Background: an optimization exercise with open tools, aiming at small area. Do not read the settings as production practice.
Where RTL was checked, it was by simulation tests only, not by an equivalence proof against the original.
Power and IR drop assume default switching activity.

==> job 7953: inputs <==
## motion_tracker_top
module motion_tracker_top (
    input  wire logic        clk_65mhz,
    input  wire logic        reset_8frame_delta_values,
    input  wire logic [29:0] pixel,
    input  wire logic        frame_end,
    output logic             gesture_valid,
    output logic [1:0]       p1_gesture,
    output logic [1:0]       p2_gesture,
    output logic [27:0]      p1_motion,
    output logic [27:0]      p2_motion
);
Settings: LEC_CHECK=0, CAP_MARGIN=20, CORE_MARGIN=2, CORE_UTILIZATION=40, SLEW_MARGIN=20; clock period 7.0 ns.
run.sh (not shown) runs the stock make flow with config.mk's settings and CLKGATE_MAP_FILE= SYNTH_SCRIPT=/design/flow/synth_recipe.tcl, a recipe that flattens the netlist after the stock synthesis.
==> inputs of job 9131, as changes to job 7953 <==
--- a/flow/design.v
+++ b/flow/design.v
@@ -51,14 +51,20 @@
     wire       take = pixel[29] & ~fe & ~rst;
     wire       is1  = take & (pr > 4'd11) & (pg < 4'd2) & (pb < 4'd2);
     wire       is2  = take & (pr > 4'd13) & (pg > 4'd13) & (pb > 4'd13);
     wire [8:0] mx   = 9'd319 - pixel[28:20];
     wire [7:0] my   = pixel[19:12];
     wire       clr  = rst | fe;
     logic [15:0] n1, n2;
+    logic [6:0]  s1, s2;
+    logic [6:0]  k;         
+    wire         act  = (k != 7'd0);
+    wire         mrg  = (k == 7'd82);
+    wire [15:0]  nb1  = mrg ? {9'd0, s1} : n1;
+    wire [15:0]  nb2  = mrg ? {9'd0, s2} : n2;
     logic [23:0] sx1, sy1, sx2, sy2;
     logic        cx1, cy1, cx2, cy2;
     wire [24:0] ax1 = radd24({15'd0, sx1[8:0]}, {15'd0, mx & {9{is1}}}, 1'b0);
     wire [24:0] ay1 = radd24({16'd0, sy1[7:0]}, {16'd0, my & {8{is1}}}, 1'b0);
     wire [24:0] ax2 = radd24({15'd0, sx2[8:0]}, {15'd0, mx & {9{is2}}}, 1'b0);
     wire [24:0] ay2 = radd24({16'd0, sy2[7:0]}, {16'd0, my & {8{is2}}}, 1'b0);
     wire [24:0] hx1 = radd24({9'd0, sx1[23:9]}, 24'd0, cx1);
@@ -66,68 +72,63 @@
     wire [24:0] hx2 = radd24({9'd0, sx2[23:9]}, 24'd0, cx2);
     wire [24:0] hy2 = radd24({8'd0, sy2[23:8]}, 24'd0, cy2);
     wire [23:0] fx1 = {hx1[14:0], sx1[8:0]};
     wire [23:0] fy1 = {hy1[15:0], sy1[7:0]};
     wire [23:0] fx2 = {hx2[14:0], sx2[8:0]};
     wire [23:0] fy2 = {hy2[15:0], sy2[7:0]};
     always_ff @(posedge clk_65mhz) begin
-        n1  <= 16'(radd24({8'd0, n1 & {16{~clr}}}, 24'd0, is1));
-        n2  <= 16'(radd24({8'd0, n2 & {16{~clr}}}, 24'd0, is2));
+        n1  <= 16'(radd24({8'd0, nb1 & {16{~rst}}}, 24'd0, is1 & (mrg | ~act)));
+        n2  <= 16'(radd24({8'd0, nb2 & {16{~rst}}}, 24'd0, is2 & (mrg | ~act)));
+        s1  <= 7'(radd24({17'd0, s1 & {7{act & ~mrg}}}, 24'd0, is1 & act & ~mrg));
+        s2  <= 7'(radd24({17'd0, s2 & {7{act & ~mrg}}}, 24'd0, is2 & act & ~mrg));
         sx1 <= {hx1[14:0], ax1[8:0]} & {24{~clr}};
         sy1 <= {hy1[15:0], ay1[7:0]} & {24{~clr}};
         sx2 <= {hx2[14:0], ax2[8:0]} & {24{~clr}};
         sy2 <= {hy2[15:0], ay2[7:0]} & {24{~clr}};
         cx1 <= ax1[9] & ~clr;
         cy1 <= ay1[8] & ~clr;
         cx2 <= ax2[9] & ~clr;
         cy2 <= ay2[8] & ~clr;
     end
-    logic [95:0] chain;
-    logic [15:0] d1, d2;
+    logic [80:0] chain;
     logic [15:0] rem;
-    logic [8:0]  quo;
-    logic [6:0]  k;         
+    wire  [8:0]  quo = chain[8:0];    
     logic [2:0]  wcnt;      
     always_ff @(posedge clk_65mhz) begin
-        chain <= ({chain[94:0], 1'b0} & {96{~rst}}) | ({fx1, fy1, fx2, fy2} & {96{fe}});
-        if (fe) begin
-            d1 <= n1;
-            d2 <= n2;
-        end
+        chain <= fe ? {fx1[8:0], fy1, fx2, fy2} : {chain[79:0], ge};
     end
     logic first;            
     logic den2;             
     logic proc;             
     logic pres;             
     logic out_ld;           
-    wire [15:0] den   = den2 ? d2 : d1;
-    wire [16:0] trial = {first ? 16'd0 : rem, chain[95]};
-    wire [24:0] dlo   = radd24({15'd0, trial[8:0]}, {15'h7fff, ~den[8:0]}, 1'b1);
-    wire [24:0] dh0   = radd24({16'd0, trial[16:9]}, {16'hffff, 1'b1, ~den[15:9]}, 1'b0);
-    wire [24:0] dh1   = radd24({16'd0, trial[16:9]}, {16'hffff, 1'b1, ~den[15:9]}, 1'b1);
+    wire [15:0] den   = den2 ? n2 : n1;
+    wire [16:0] trial = {first ? 16'd0 : rem, chain[80]};
+    wire [24:0] dlo   = radd24({12'd0, trial[11:0]}, {12'hfff, ~den[11:0]}, 1'b1);
+    wire [24:0] dh0   = radd24({19'd0, trial[16:12]}, {19'h7ffff, 1'b1, ~den[15:12]}, 1'b0);
+    wire [24:0] dh1   = radd24({19'd0, trial[16:12]}, {19'h7ffff, 1'b1, ~den[15:12]}, 1'b1);
     wire        c9    = dlo[24];
-    wire [7:0]  dhi   = c9 ? dh1[7:0] : dh0[7:0];
+    wire [4:0]  dhi   = c9 ? dh1[4:0] : dh0[4:0];
     wire        ge    = c9 ? dh1[24] : dh0[24];
-    wire [16:0] diff  = {dhi, dlo[8:0]};
+    wire [16:0] diff  = {dhi, dlo[11:0]};
     always_ff @(posedge clk_65mhz) begin
-        rem <= ge ? diff[15:0] : trial[15:0];
-        quo <= {quo[7:0], ge};
+        rem <= fe ? {1'b0, fx1[23:9]} : (ge ? diff[15:0] : trial[15:0]);
         if (rst)
             k <= '0;
         else if (fe)
             k <= 7'd1;
-        else if (k == 7'd97)
+        else if (k == 7'd82)
             k <= '0;
         else if (k != 7'd0)
             k <= k + 7'd1;
-        first  <= fe | (k == 7'd24) | (k == 7'd48) | (k == 7'd72);
-        den2   <= ~fe & (k >= 7'd48);
-        proc   <= ~rst & ~fe & ((k == 7'd24) | (k == 7'd48) | (k == 7'd72) | (k == 7'd96));
-        pres   <= (k >= 7'd72) ? (d2 != 16'd0) : (d1 != 16'd0);
-        out_ld <= ~rst & ~fe & (k == 7'd96) & (wcnt == 3'd0);
+        first  <= ~fe & ((k == 7'd9) | (k == 7'd33) | (k == 7'd57));
+        den2   <= ~fe & (k >= 7'd33);
+        proc   <= ~rst & ~fe & ((k == 7'd9) | (k == 7'd33) | (k == 7'd57) | (k == 7'd81));
+        pres   <= (k >= 7'd57) ? (n2 != 16'd0) : (n1 != 16'd0);
+        out_ld <= ~rst & ~fe & (k == 7'd81) & (wcnt == 3'd0);
     end
     logic [8:0] lr [4];     
     logic [9:0] sr [4];     
     logic [3:0] hr;         
     logic       gv;
     logic [9:0] ox1, ox2;
     logic [8:0] oy1, oy2;
==> flow/flow/run.sh (new file) <==
#!/bin/bash
set -e
export CTS_ARGS="-sink_clustering_enable -repair_clock_nets -sink_clustering_size 20 -sink_clustering_max_diameter 60 -dont_use_dummy_load -buf_list {sky130_fd_sc_hd__clkbuf_8}"
export BUFFER_PORTS_ARGS="-buffer_cell sky130_fd_sc_hd__buf_1"
export SKIP_REPAIR_TIE_FANOUT=1
bash standard.sh > standard.log 2>&1
==> flow/standard.sh (new file) <==
#!/bin/bash
# synth_recipe.tcl (not shown) runs the flow's synth.tcl, then flattens the netlist and writes it again
# the make line also repeats each setting of config.mk as NAME=value (left out here)
make -C /OpenROAD-flow-scripts/flow DESIGN_CONFIG=/design/flow/config.mk WORK_HOME=/design/flow/orfs CLKGATE_MAP_FILE= SYNTH_SCRIPT=/design/flow/synth_recipe.tcl "${@:-finish}"
ABC_AREA = 1   (was default)
removed: flow/run.sh
==> inputs of job 9805, as changes to job 7953 <==
==> flow/design.v (replaced) <==
`default_nettype none
package motion_pkg;
    localparam int FRAME_WIDTH  = 320;
    localparam int FRAME_HEIGHT = 240;
    localparam int P1_RED_MIN = 11;
    localparam int P1_GB_MAX  = 2;
    localparam int P2_WHITE_MIN = 13;
    localparam int DIV_CYCLES = 24;
    localparam int DIV_CNT_W  = $clog2(DIV_CYCLES);
    localparam int WINDOW_UPDATES = 8;
    localparam int WIN_CNT_W      = $clog2(WINDOW_UPDATES);
    localparam int PUNCH_DX_MIN = 'h40;
    localparam int PUNCH_DY_MAX = 'h30;
    localparam int KICK_DY_MIN  = 'h40;
    localparam int KICK_DX_MAX  = 'h30;
    localparam logic [1:0] DIV_IDLE = 2'd0;
    localparam logic [1:0] DIV_RUN  = 2'd1;
    localparam logic [1:0] DIV_DONE = 2'd2;
endpackage
`default_nettype wire
`timescale 1ns/1ps
`default_nettype none
module motion_tracker_top (
    input  wire logic        clk_65mhz,
    input  wire logic        reset_8frame_delta_values,
    input  wire logic [29:0] pixel,
    input  wire logic        frame_end,
    output logic             gesture_valid,
    output logic [1:0]       p1_gesture,
    output logic [1:0]       p2_gesture,
    output logic [27:0]      p1_motion,
    output logic [27:0]      p2_motion
);
    wire rst = reset_8frame_delta_values;
    wire fe  = frame_end;
    wire [3:0] pr = pixel[11:8];
    wire [3:0] pg = pixel[7:4];
    wire [3:0] pb = pixel[3:0];
    wire       take = pixel[29] & ~fe & ~rst;
    wire       is1  = take & (pr > 4'd11) & (pg < 4'd2) & (pb < 4'd2);
    wire       is2  = take & (pr > 4'd13) & (pg > 4'd13) & (pb > 4'd13);
    wire [8:0] mx   = 9'd319 - pixel[28:20];
    wire [7:0] my   = pixel[19:12];
    wire       clr  = rst | fe;
    logic [15:0] n1, n2;
    logic [23:0] sx1, sy1, sx2, sy2;
    always_ff @(posedge clk_65mhz) begin
        n1  <= (clr ? 16'd0 : n1) + {15'd0, is1};
        n2  <= (clr ? 16'd0 : n2) + {15'd0, is2};
        sx1 <= (clr ? 24'd0 : sx1) + {15'd0, is1 ? mx : 9'd0};
        sy1 <= (clr ? 24'd0 : sy1) + {16'd0, is1 ? my : 8'd0};
        sx2 <= (clr ? 24'd0 : sx2) + {15'd0, is2 ? mx : 9'd0};
        sy2 <= (clr ? 24'd0 : sy2) + {16'd0, is2 ? my : 8'd0};
    end
    logic [95:0] chain;
    logic [15:0] d1, d2;
    logic [15:0] rem;
    logic [8:0]  quo;
    logic [6:0]  k;         
    always_ff @(posedge clk_65mhz) begin
        chain <= ({chain[94:0], 1'b0} & {96{~rst}}) | ({sx1, sy1, sx2, sy2} & {96{fe}});
        if (fe) begin
            d1 <= n1;
            d2 <= n2;
        end
    end
    wire        first = (k == 7'd1) | (k == 7'd25) | (k == 7'd49) | (k == 7'd73);
    wire [15:0] den   = (k >= 7'd49) ? d2 : d1;
    wire [16:0] trial = {first ? 16'd0 : rem, chain[95]};
    wire [17:0] diff  = {1'b0, trial} - {2'b0, den};
    wire        ge    = ~diff[17];
    always_ff @(posedge clk_65mhz) begin
        rem <= ge ? diff[15:0] : trial[15:0];
        quo <= {quo[7:0], ge};
        if (rst)
            k <= '0;
        else if (fe)
            k <= 7'd1;
        else if (k == 7'd97)
            k <= '0;
        else if (k != 7'd0)
            k <= k + 7'd1;
    end
    logic [2:0] wcnt;       
    logic [8:0] lr [4];     
    logic [9:0] sr [4];     
    logic [3:0] hr;         
    logic       gv;
    logic [9:0] ox1, ox2;
    logic [8:0] oy1, oy2;
    wire       proc     = (k == 7'd25) | (k == 7'd49) | (k == 7'd73) | (k == 7'd97);
    wire       pres     = (k >= 7'd73) ? (d2 != 16'd0) : (d1 != 16'd0);
    wire       win_end  = (wcnt == 3'd0);
    wire       win_first = (wcnt == 3'd1);
    wire       h        = hr[0];
    wire [8:0] newl     = pres ? quo : lr[0];
    wire [9:0] dv       = {1'b0, newl} - {1'b0, sr[0][8:0]};
    wire       lt       = quo < lr[0];
    wire [8:0] mag      = dv[9] ? 9'(-dv[8:0]) : dv[8:0];
    wire       neg      = dv[9] | ((dv == 10'd0) & pres & lt);
    wire [9:0] res      = h ? {neg, mag} : 10'd0;
    wire [9:0] stv      = !h ? {1'b0, quo} : (win_first ? {1'b0, lr[0]} : sr[0]);
    wire [9:0] snew     = win_end ? res : stv;
    wire       out_ld   = (k == 7'd97) & win_end;
    always_ff @(posedge clk_65mhz) begin
        if (rst)
            wcnt <= '0;
        else if (fe)
            wcnt <= wcnt + 3'd1;
        if (proc) begin
            lr[0] <= lr[1];
            lr[1] <= lr[2];
            lr[2] <= lr[3];
            lr[3] <= newl;
            sr[0] <= sr[1];
            sr[1] <= sr[2];
            sr[2] <= sr[3];
            sr[3] <= snew;
        end
        if (rst)
            hr <= '0;
        else if (proc)
            hr <= {h | pres, hr[3:1]};
        gv <= out_ld & ~rst;
        if (rst) begin
            ox1 <= '0;
            oy1 <= '0;
            ox2 <= '0;
            oy2 <= '0;
        end else if (out_ld) begin
            ox1 <= sr[1];
            oy1 <= {sr[2][9], sr[2][7:0]};
            ox2 <= sr[3];
            oy2 <= {snew[9], snew[7:0]};
        end
    end
    function automatic logic [1:0] classify(input logic [8:0] mx_, input logic [7:0] my_);
        logic [1:0] g;
        g[1] = (mx_ > 9'h40) && (my_ < 8'h30);
        g[0] = (my_ > 8'h40) && (mx_ < 9'h30);
        classify = g;
    endfunction
    assign gesture_valid = gv;
    assign p1_motion     = {ox1[9], 4'd0, ox1[8:0], oy1[8], 5'd0, oy1[7:0]};
    assign p2_motion     = {ox2[9], 4'd0, ox2[8:0], oy2[8], 5'd0, oy2[7:0]};
    assign p1_gesture    = classify(ox1[8:0], oy1[7:0]);
    assign p2_gesture    = classify(ox2[8:0], oy2[7:0]);
endmodule
`default_nettype wire
==> inputs of job 5857, as changes to job 7953 <==
--- a/flow/design.v
+++ b/flow/design.v
@@ -84,15 +84,15 @@
     logic [95:0] chain;
     logic [15:0] d1, d2;
     logic [15:0] rem;
     logic [8:0]  quo;
     logic [6:0]  k;         
     logic [2:0]  wcnt;      
     always_ff @(posedge clk_65mhz) begin
-        chain <= ({chain[94:0], 1'b0} & {96{~rst}}) | ({fx1, fy1, fx2, fy2} & {96{fe}});
+        chain <= fe ? {fx1, fy1, fx2, fy2} : {chain[94:0], 1'b0};
         if (fe) begin
             d1 <= n1;
             d2 <= n2;
         end
     end
     logic first;            
     logic den2;             
CTS_CLUSTER_DIAMETER = 80   (was default)
CTS_CLUSTER_SIZE = 30   (was default)
==> run notes <==
Status: job 5857 complete, no violations; job 9805 complete, no violations; job 7953 complete, no violations; job 9131 complete, no violations
Register share of total power: job 5857 56.3%; job 9805 42.5%; job 7953 46.2%; job 9131 66.7%
Adder and majority gate portion of the synthesized area: job 5857 14.2%; job 9805 6.04%; job 7953 14.2%; job 9131 16.1%
Cells on worst reg2reg path: job 5857 22; job 9805 16; job 7953 22; job 9131 24
Crit path arrival time: job 5857 6850 ps; job 9805 5430 ps; job 7953 6840 ps; job 9131 6860 ps
Sequential cell area: job 5857 9470 um2; job 9805 9290 um2; job 7953 9470 um2; job 9131 8310 um2
Crit path launch: job 5857 pres; job 9805 pixel[6]; job 7953 pres; job 9131 pres
Internal power summed over all cells: job 5857 3.46 mW; job 9805 4.40 mW; job 7953 4.30 mW; job 9131 2.59 mW
Sequential cell area fraction in the yosys report: job 5857 56.1%; job 9805 50.0%; job 7953 55.6%; job 9131 52.0%
Multi-input combinational gate total: job 5857 811; job 9805 1304; job 7953 871; job 9131 1006
Worst reg2reg startpoint: job 5857 pres; job 9805 k[1]; job 7953 pres; job 9131 pres
CTS H-Tree Depth: job 5857 1; job 9805 2; job 7953 2; job 9131 1
Met3 routed wirelength: job 5857 793 um; job 9805 1.15 mm; job 7953 897 um; job 9131 1.19 mm
Instance count on the critical path: job 5857 22; job 9805 15; job 7953 22; job 9131 24
Buffer and inverter count on the worst path: job 5857 1; job 9805 3; job 7953 1; job 9131 3
CTS Root Cell: job 5857 clkbuf_16; job 9805 clkbuf_16; job 7953 clkbuf_16; job 9131 clkbuf_8
Met3 Resource Use GR: job 5857 1.53%; job 9805 2.49%; job 7953 2.31%; job 9131 1.98%
Only the layout flow was run in job 7953; the RTL was not checked for function there.

[what the ideal ports hide]
In the flow no input, the clock included, has a driving cell. The finished layouts below were timed again as built, in two steps. Step 1 sets driving cells, clkbuf_16 on the clock port and buf_2 on the other inputs (assumed; they add their load-dependent delay and slew). Step 2 adds t to the input delays and takes it off the output delays; t is the mean of the earliest and latest rising clock arrival at the registers after step 1. Input paths then give back, and output paths get back, about the clock's delay inside the block. Slacks: ideal / step 1 / step 2; pairs: ideal / step 1.
run	t (ns)	setup slack, ns	hold slack, ns	worst setup path at the end	cell pins on the clock port's net
job 7953	0.603	0.627 / 0.627 / 0.594	0.385 / 0.385 / 0.385	input to register	1
job 9131	0.615	0.619 / 0.619 / 0.619	0.410 / 0.410 / 0.410	register to register	1
job 9805	0.611	2.043 / 2.074 / 1.463	0.397 / 0.397 / 0.397	input to register	1
job 5857	0.584	0.611 / 0.611 / 0.611	0.390 / 0.390 / 0.390	register to register	1
After both steps setup and hold are still met in every run listed. The setup slack of job 9805, which loses most, moves by +0.031 ns with the drivers and by -0.580 ns with both steps.
